Context: an optimization exercise on an open-source flow, tuned for small area and few clock cycles. The choices shown serve that exercise and are no tape-out recipe.
At most, simulation tests tie the RTL to the original design; equivalence was not proved.

==> build 25: inputs <==
## rgb_led_blink_breathe_driver
module rgb_led_blink_breathe_driver
(
    input  logic       clk,
    input  logic       rst_n,
    input  logic       cmd_valid,
    output logic       cmd_ready,
    input  logic [1:0] cmd_func,
    input  logic [7:0] cmd_red,
    input  logic [7:0] cmd_green,
    input  logic [7:0] cmd_blue,
    input  logic        cfg_valid,
    output logic        cfg_ready,
    input  logic        cfg_addr,
    input  logic [15:0] cfg_data,
    output logic       led_valid,
    input  logic       led_ready,
    output logic [7:0] led_duty_red,
    output logic [7:0] led_duty_green,
    output logic [7:0] led_duty_blue
);
    logic        en;
    logic [23:0] cmd_colour;
    logic        produce, show_wave;
    logic [7:0]  next_idx;
    logic [20:0] half_base;
    logic [14-1:0] slope;
    logic [1:0]  slope_c;
    logic [1:0]  slope_c_reg;
    logic        neg;
    logic [14-1:0] slope_reg;
    logic [14+1:0] slope3;
    logic        neg_reg;
    logic [2:0][7:0] wave_duty;
    logic [23:0] duty_next;
    logic        out_v_reg;
    logic [23:0] duty_reg;
    assign en         = !out_v_reg || led_ready;
    assign cfg_ready  = 1'b1;
    assign cmd_colour = {cmd_blue, cmd_green, cmd_red};
    rgbd_front u_front (
        .clk        (clk),
        .rst_n      (rst_n),
        .en         (en),
        .cmd_valid  (cmd_valid),
        .cmd_ready  (cmd_ready),
        .cmd_func   (cmd_func),
        .cmd_colour (cmd_colour),
        .cfg_valid  (cfg_valid),
  ...
Settings: LEC_CHECK=0, ABC_AREA=1, CAP_MARGIN=20, CORE_MARGIN=2, CORE_UTILIZATION=50, GPL_TIMING_DRIVEN=0, SLEW_MARGIN=20; clock period 6.0 ns.
standard.sh (not shown) runs the stock make flow with config.mk's settings and CLKGATE_MAP_FILE= SYNTH_SCRIPT=/design/flow/synth_recipe.tcl, a recipe that flattens the netlist after the stock synthesis.
==> flow/flow/run.sh <==
#!/bin/bash
set -euo pipefail
WORK=$(pwd)
bash "$WORK/standard.sh" "BUFFER_PORTS_ARGS=-buffer_cell sky130_fd_sc_hd__buf_1" finish > "$WORK/orfs_make.log" 2>&1
test -s "$WORK/out/final.def"
==> build 82 (differences from build 25) <==
CORE_UTILIZATION = 40   (was 50)
GPL_TIMING_DRIVEN = unset   (was 0)
==> comparison <==
- In sequential cell count, build 25 and build 82 do not differ.
- Synthesized area is the same in build 25 and build 82.
- Of build 25 and build 82, build 25 has the higher first-iteration DRC count (gap about 7%, measured against build 82).
- Build 82 completed with no timing, DRC or antenna violations. Build 25 completed with no timing, DRC or antenna violations.
- In build 25 the count of clock-buffer cells in the layout is lower than in build 82, by 8.
- Between build 25 and build 82, the lower wire length is in build 82 (gap about 6%, measured against build 82).
- Register-to-register slack: build 25 is lower than build 82 (60 ps).
- Final area is about the same in build 82 and build 25.
==> figures <==
item                                                                       build 25        build 82
Outcome                                                              finished clean  finished clean
Fraction of layout instances using a drive strength above 1                  6.474%          6.340%
Number of well taps                                                             330             402
Clock buffers                                                                    17              25
Dpl ws                                                                    -385.8 ps        379.7 ps
Number of global-route vias before repair                                     11568           11538
Sequential share of cell area                                                21.87%          21.85%
Met3 Use GR                                                                  3.073%          3.712%
Worst slack on hold paths                                                  486.7 ps        482.6 ps
Number of placement rows                                                         58              65
Final core utilization                                                       56.34%          44.91%
Signed area change from the synthesized netlist to the final layout          11.01%          10.96%
Data buffer area share                                                       4.338%          3.816%
Signal buffers                                                                  135             108
Horizontal extent of the die                                               163.4 um        182.2 um
Testbench counts of build 25, summed over its fixed seeds: cycles 20,208.
Testbench counts of build 82, summed over its fixed seeds: cycles 20,208.

---

==> inputs of branch pepper <==
Another version of the RTL of rgb_led_blink_breathe_driver (not shown whole).
Settings: LEC_CHECK=0, ABC_AREA=1, CAP_MARGIN=20, CORE_MARGIN=2, CORE_UTILIZATION=40, SLEW_MARGIN=20; clock period 6.0 ns.
Scripts as last shown in full above: flow/flow/run.sh
==> inputs of branch lagoon, as changes to branch pepper <==
==> flow/flow/run.sh (replaced) <==
#!/bin/bash
set -euo pipefail
WORK=$(pwd)

# Synthesis script: synth_recipe.tcl with Yosys's abc command wrapped so that
# its -script argument names flow/area.abc.
{
  cat <<'TCL'
proc abc {args} {
  set i [lsearch -exact $args -script]
  if { $i >= 0 } {
    set args [lreplace $args [expr {$i + 1}] [expr {$i + 1}] $::env(OWN_ABC_SCRIPT)]
  }
  yosys abc {*}$args
}
TCL
  cat "$WORK/synth_recipe.tcl"
} > "$WORK/own_synth.tcl"
export OWN_ABC_SCRIPT="$WORK/flow/area.abc"

sed "s|SYNTH_SCRIPT=[^ ]*|SYNTH_SCRIPT=$WORK/own_synth.tcl|" "$WORK/standard.sh" > "$WORK/own_standard.sh"
grep -q "SYNTH_SCRIPT=$WORK/own_synth.tcl" "$WORK/own_standard.sh"

bash "$WORK/own_standard.sh" "BUFFER_PORTS_ARGS=-buffer_cell sky130_fd_sc_hd__buf_1" finish \
  > "$WORK/orfs_make.log" 2>&1
test -s "$WORK/out/final.def"
==> flow/flow/area.abc (new file) <==
strash
&get -n
&st
&dch -f
&nf -R 10
&put
topo
stime -c
buffer -c
upsize -c
dnsize -c
==> inputs of branch fjord, as changes to branch pepper <==
--- a/flow/design.v
+++ b/flow/design.v
@@ -150,16 +150,17 @@
     input  logic        clk,
     input  logic        rst_n,
     input  logic        en,          
     input  logic        cmd_valid,
     output logic        cmd_ready,
     input  logic [1:0]  cmd_func,
     input  logic [23:0] cmd_colour,
     input  logic        cfg_valid,
+    output logic        cfg_ready,
     input  logic        cfg_addr,
     input  logic [15:0] cfg_data,
     output logic        produce,     
     output logic        show_wave,   
     output logic [7:0]  next_idx,    
     output logic [20:0] half_base    
 );
     localparam logic [1:0] FUNC_TICK  = 2'd0;
@@ -169,58 +170,59 @@
     logic [15:0] blink_time_reg;
     logic [15:0] pulse_step_reg;
     logic        blink_on_reg;
     logic        pulse_on_reg;
     logic        stale_reg;
     logic [15:0] acc_reg;
     logic [20:0] half_base_reg;
     logic [15:0] acc_sum;
-    logic [15:0] acc_sum2;
+    logic        step_write;
+    logic        undo_step;
     logic        accept;
+    logic        tick;
     logic        blink_end;
     logic        colour_zero;
-    assign cmd_ready   = en && !stale_reg;
+    assign cfg_ready   = !stale_reg;
+    assign step_write  = cfg_valid && cfg_addr && !stale_reg;
+    assign cmd_ready   = en && !stale_reg && !(cfg_valid && cfg_addr);
     assign accept      = cmd_valid && cmd_ready;
+    assign tick        = accept && (cmd_func == FUNC_TICK);
+    assign undo_step   = step_write && pulse_on_reg;
+    assign colour_zero = (cmd_colour == 24'd0);
+    assign half_base   = half_base_reg;
     rgbd_add16 u_add_step (
         .a    (acc_reg),
-        .b    (blink_on_reg ? 16'd1 : pulse_step_reg),
-        .cin  (1'b0),
+        .b    (blink_on_reg ? 16'd1 : undo_step ? ~pulse_step_reg : pulse_step_reg),
+        .cin  (undo_step && !blink_on_reg),
         .s    (acc_sum),
         .cout ()
     );
-    rgbd_add16 u_add_step2 (
-        .a    (acc_reg),
-        .b    ({pulse_step_reg[14:0], 1'b0}),
-        .cin  (1'b0),
-        .s    (acc_sum2),
-        .cout ()
-    );
     rgbd_add16 u_cmp_time (
-        .a    (acc_sum),
+        .a    (acc_reg),
         .b    (~blink_time_reg),
         .cin  (1'b1),
         .s    (),
         .cout (blink_end)
     );
-    assign colour_zero = (cmd_colour == 24'd0);
-    assign half_base   = half_base_reg;
     always_comb
     begin
         produce   = 1'b0;
         show_wave = 1'b0;
-        next_idx  = acc_sum[15:8];
+        next_idx  = acc_reg[15:8];
+        if (stale_reg)
+            next_idx = acc_sum[15:8];
         if (accept)
         begin
             case (cmd_func)
                 FUNC_TICK:
                 begin
                     produce   = blink_on_reg ? blink_end : pulse_on_reg;
                     show_wave = !blink_on_reg;
-                    next_idx  = acc_sum2[15:8];
+                    next_idx  = acc_sum[15:8];
                 end
                 FUNC_PULSE:
                 begin
                     produce   = colour_zero;
                     next_idx  = {~pulse_step_reg[15], pulse_step_reg[14:8]};
                 end
                 default:
                     produce   = 1'b1;
@@ -232,22 +234,22 @@
         if (!rst_n)
         begin
             blink_time_reg <= 16'd200;
             pulse_step_reg <= 16'd33;
             stale_reg      <= 1'b0;
         end
         else
         begin
-            if (cfg_valid)
+            if (cfg_valid && cfg_ready)
             begin
                 if (cfg_addr) pulse_step_reg <= cfg_data;
                 else          blink_time_reg <= cfg_data;
             end
-            stale_reg <= cfg_valid && cfg_addr;
+            stale_reg <= step_write;
         end
     end
     always_ff @(posedge clk or negedge rst_n)
     begin
         if (!rst_n)
         begin
             blink_on_reg <= 1'b0;
             pulse_on_reg <= 1'b0;
@@ -269,27 +271,24 @@
                     blink_on_reg <= 1'b0;
                     pulse_on_reg <= !colour_zero;
                 end
             endcase
         end
     end
     always_ff @(posedge clk)
     begin
-        if (accept)
-        begin
-            case (cmd_func)
-                FUNC_TICK:  acc_reg <= acc_sum;
-                FUNC_SET:   ;
-                FUNC_BLINK: acc_reg <= 16'h0000;
-                default:    acc_reg <= 16'h8000;
-            endcase
-            if (cmd_func == FUNC_PULSE)
-                half_base_reg <= {cmd_colour[23:17], cmd_colour[15:9], cmd_colour[7:1]};
-        end
+        if (tick || ((step_write || stale_reg) && !blink_on_reg))
+            acc_reg <= acc_sum;
+        else if (accept && cmd_func == FUNC_BLINK)
+            acc_reg <= 16'h0001;
+        else if (accept && cmd_func == FUNC_PULSE)
+            acc_reg <= {~pulse_step_reg[15], pulse_step_reg[14:0]};
+        if (accept && cmd_func == FUNC_PULSE)
+            half_base_reg <= {cmd_colour[23:17], cmd_colour[15:9], cmd_colour[7:1]};
     end
 endmodule
 `timescale 1ns / 1ps
 module rgbd_back
 (
     input  logic [6:0]  h,       
     input  logic [13:0] w,       
     input  logic [15:0] w3,      
@@ -585,29 +584,29 @@
     logic [14-1:0] slope_reg;
     logic [14+1:0] slope3;
     logic        neg_reg;
     logic [2:0][7:0] wave_duty;
     logic [23:0] duty_next;
     logic        out_v_reg;
     logic [23:0] duty_reg;
     assign en         = !out_v_reg || led_ready;
-    assign cfg_ready  = 1'b1;
     assign cmd_colour = {cmd_blue, cmd_green, cmd_red};
     rgbd_front u_front (
         .clk        (clk),
         .rst_n      (rst_n),
         .en         (en),
         .cmd_valid  (cmd_valid),
         .cmd_ready  (cmd_ready),
         .cmd_func   (cmd_func),
         .cmd_colour (cmd_colour),
         .cfg_valid  (cfg_valid),
         .cfg_addr   (cfg_addr),
         .cfg_data   (cfg_data),
+        .cfg_ready  (cfg_ready),
         .produce    (produce),
         .show_wave  (show_wave),
         .next_idx   (next_idx),
         .half_base  (half_base)
     );
     rgbd_slope u_slope (
         .k   (next_idx),
         .w   (slope),
==> flow/run.sh (new file) <==
#!/bin/bash
# synth_recipe.tcl (not shown) runs the flow's synth.tcl, then flattens the netlist and writes it again
# the make line also repeats each setting of config.mk as NAME=value (left out here)
make -C /OpenROAD-flow-scripts/flow DESIGN_CONFIG=/design/flow/config.mk WORK_HOME=/design/flow/orfs CLKGATE_MAP_FILE= SYNTH_SCRIPT=/design/flow/synth_recipe.tcl finish
removed: flow/flow/run.sh
removed: flow/standard.sh
==> summary.md <==
| Metric | Value |
|---|---|
| Status | `timing/DRC/antenna clean` |
| Yosys cell types | `74` |
| Tcrit/Tclk final | `around 95%` |
| NonClk Buf Share | `around 5.7%` |
| DIE HEIGHT | `187 um` |
| CP startpoint | `slope_reg[4]$_DFF_P_` |
| Seq/total area | `roughly a fifth` |
| Vias | `~11000` |
| Met3 usage | `under 10%` |
| Slowest stage delay, CP | `0.49 ns` |
| WL met1 | `17.3 mm` |
the above is filed under branch lagoon

==> summary.md <==
| Metric | Value |
|---|---|
| Io pins | `75` |
| CP startpoint | `slope_c_reg[1]$_SDFF_PP0_` |
| DIE HEIGHT | `188 um` |
| Tcrit/Tclk final | `93.9%` |
| FP Rows | `67` |
| Status | `timing/DRC/antenna clean` |
| Seq/total area | `a little under a fifth` |
| Met3 usage | `3.30%` |
| NonClk Buf Share | `11.7%` |
| Worst hold margin | `roughly 0.49 ns` |
| Core Region | `33500 sq um` |
| WL met1 | `roughly 18 mm` |
| Slowest stage delay, CP | `approximately 0.6 ns` |
| Post-synth top area share | `16.1%` |
| CP Capture Type | `register` |
| Final hold vios | `0` |
| Yosys cell types | `53` |
the above is filed under branch fjord

==> summary.md <==
| Metric | Value |
|---|---|
| Seq/total area | `20.1%` |
| Clk buf depth | `2` |
| DIE HEIGHT | `190 um` |
| Slowest stage delay, CP | `0.47 ns` |
| Status | `timing/DRC/antenna clean` |
| Tcrit/Tclk final | `a little over nine tenths` |
| Met3 usage | `under 10%` |
| NonClk Buf Share | `4.03%` |
| Vias | `12200` |
| CP startpoint | `slope_reg[5]$_SDFF_PP0_` |
the above is filed under branch pepper

No run of this note included a check of the RTL's function; only the layout flow was run.

## port drivers added, routing unchanged
In the flow no input, the clock included, has a driving cell. The finished layouts below were timed again as built, in two steps. Step 1 (the two cells are an assumption about what drives the block):
set clk [get_ports {clk}]
set_driving_cell -lib_cell sky130_fd_sc_hd__clkbuf_16 $clk
set_driving_cell -lib_cell sky130_fd_sc_hd__buf_2 [delete_from_list [all_inputs] $clk]
Step 2 moves the port delays by t, midway between the first and last clock arrival at a register: inputs arrive t later, outputs are due t later. That takes back most of the time a late clock gives input paths. a / b / c = no drivers / after step 1 / after step 2; a / b = the first two.
| run | t, ns | setup slack, ns | worst setup path after step 2 |
|---|---|---|---|
| build 25 | 0.463 | 0.309 / 0.309 / 0.309 | register to register |
| build 82 | 0.466 | 0.370 / 0.370 / 0.370 | register to register |
| branch pepper | 0.480 | 0.270 / 0.270 / 0.270 | register to register |
| branch lagoon | 0.476 | 0.305 / 0.305 / 0.305 | register to register |
| branch fjord | 0.477 | 0.364 / 0.364 / -0.067 | input to register |
Met with ideal ports but missed after step 2: setup timing in branch fjord. The setup slack of branch fjord, which loses most, moves by 0.000 ns with the drivers and by -0.431 ns with both steps.
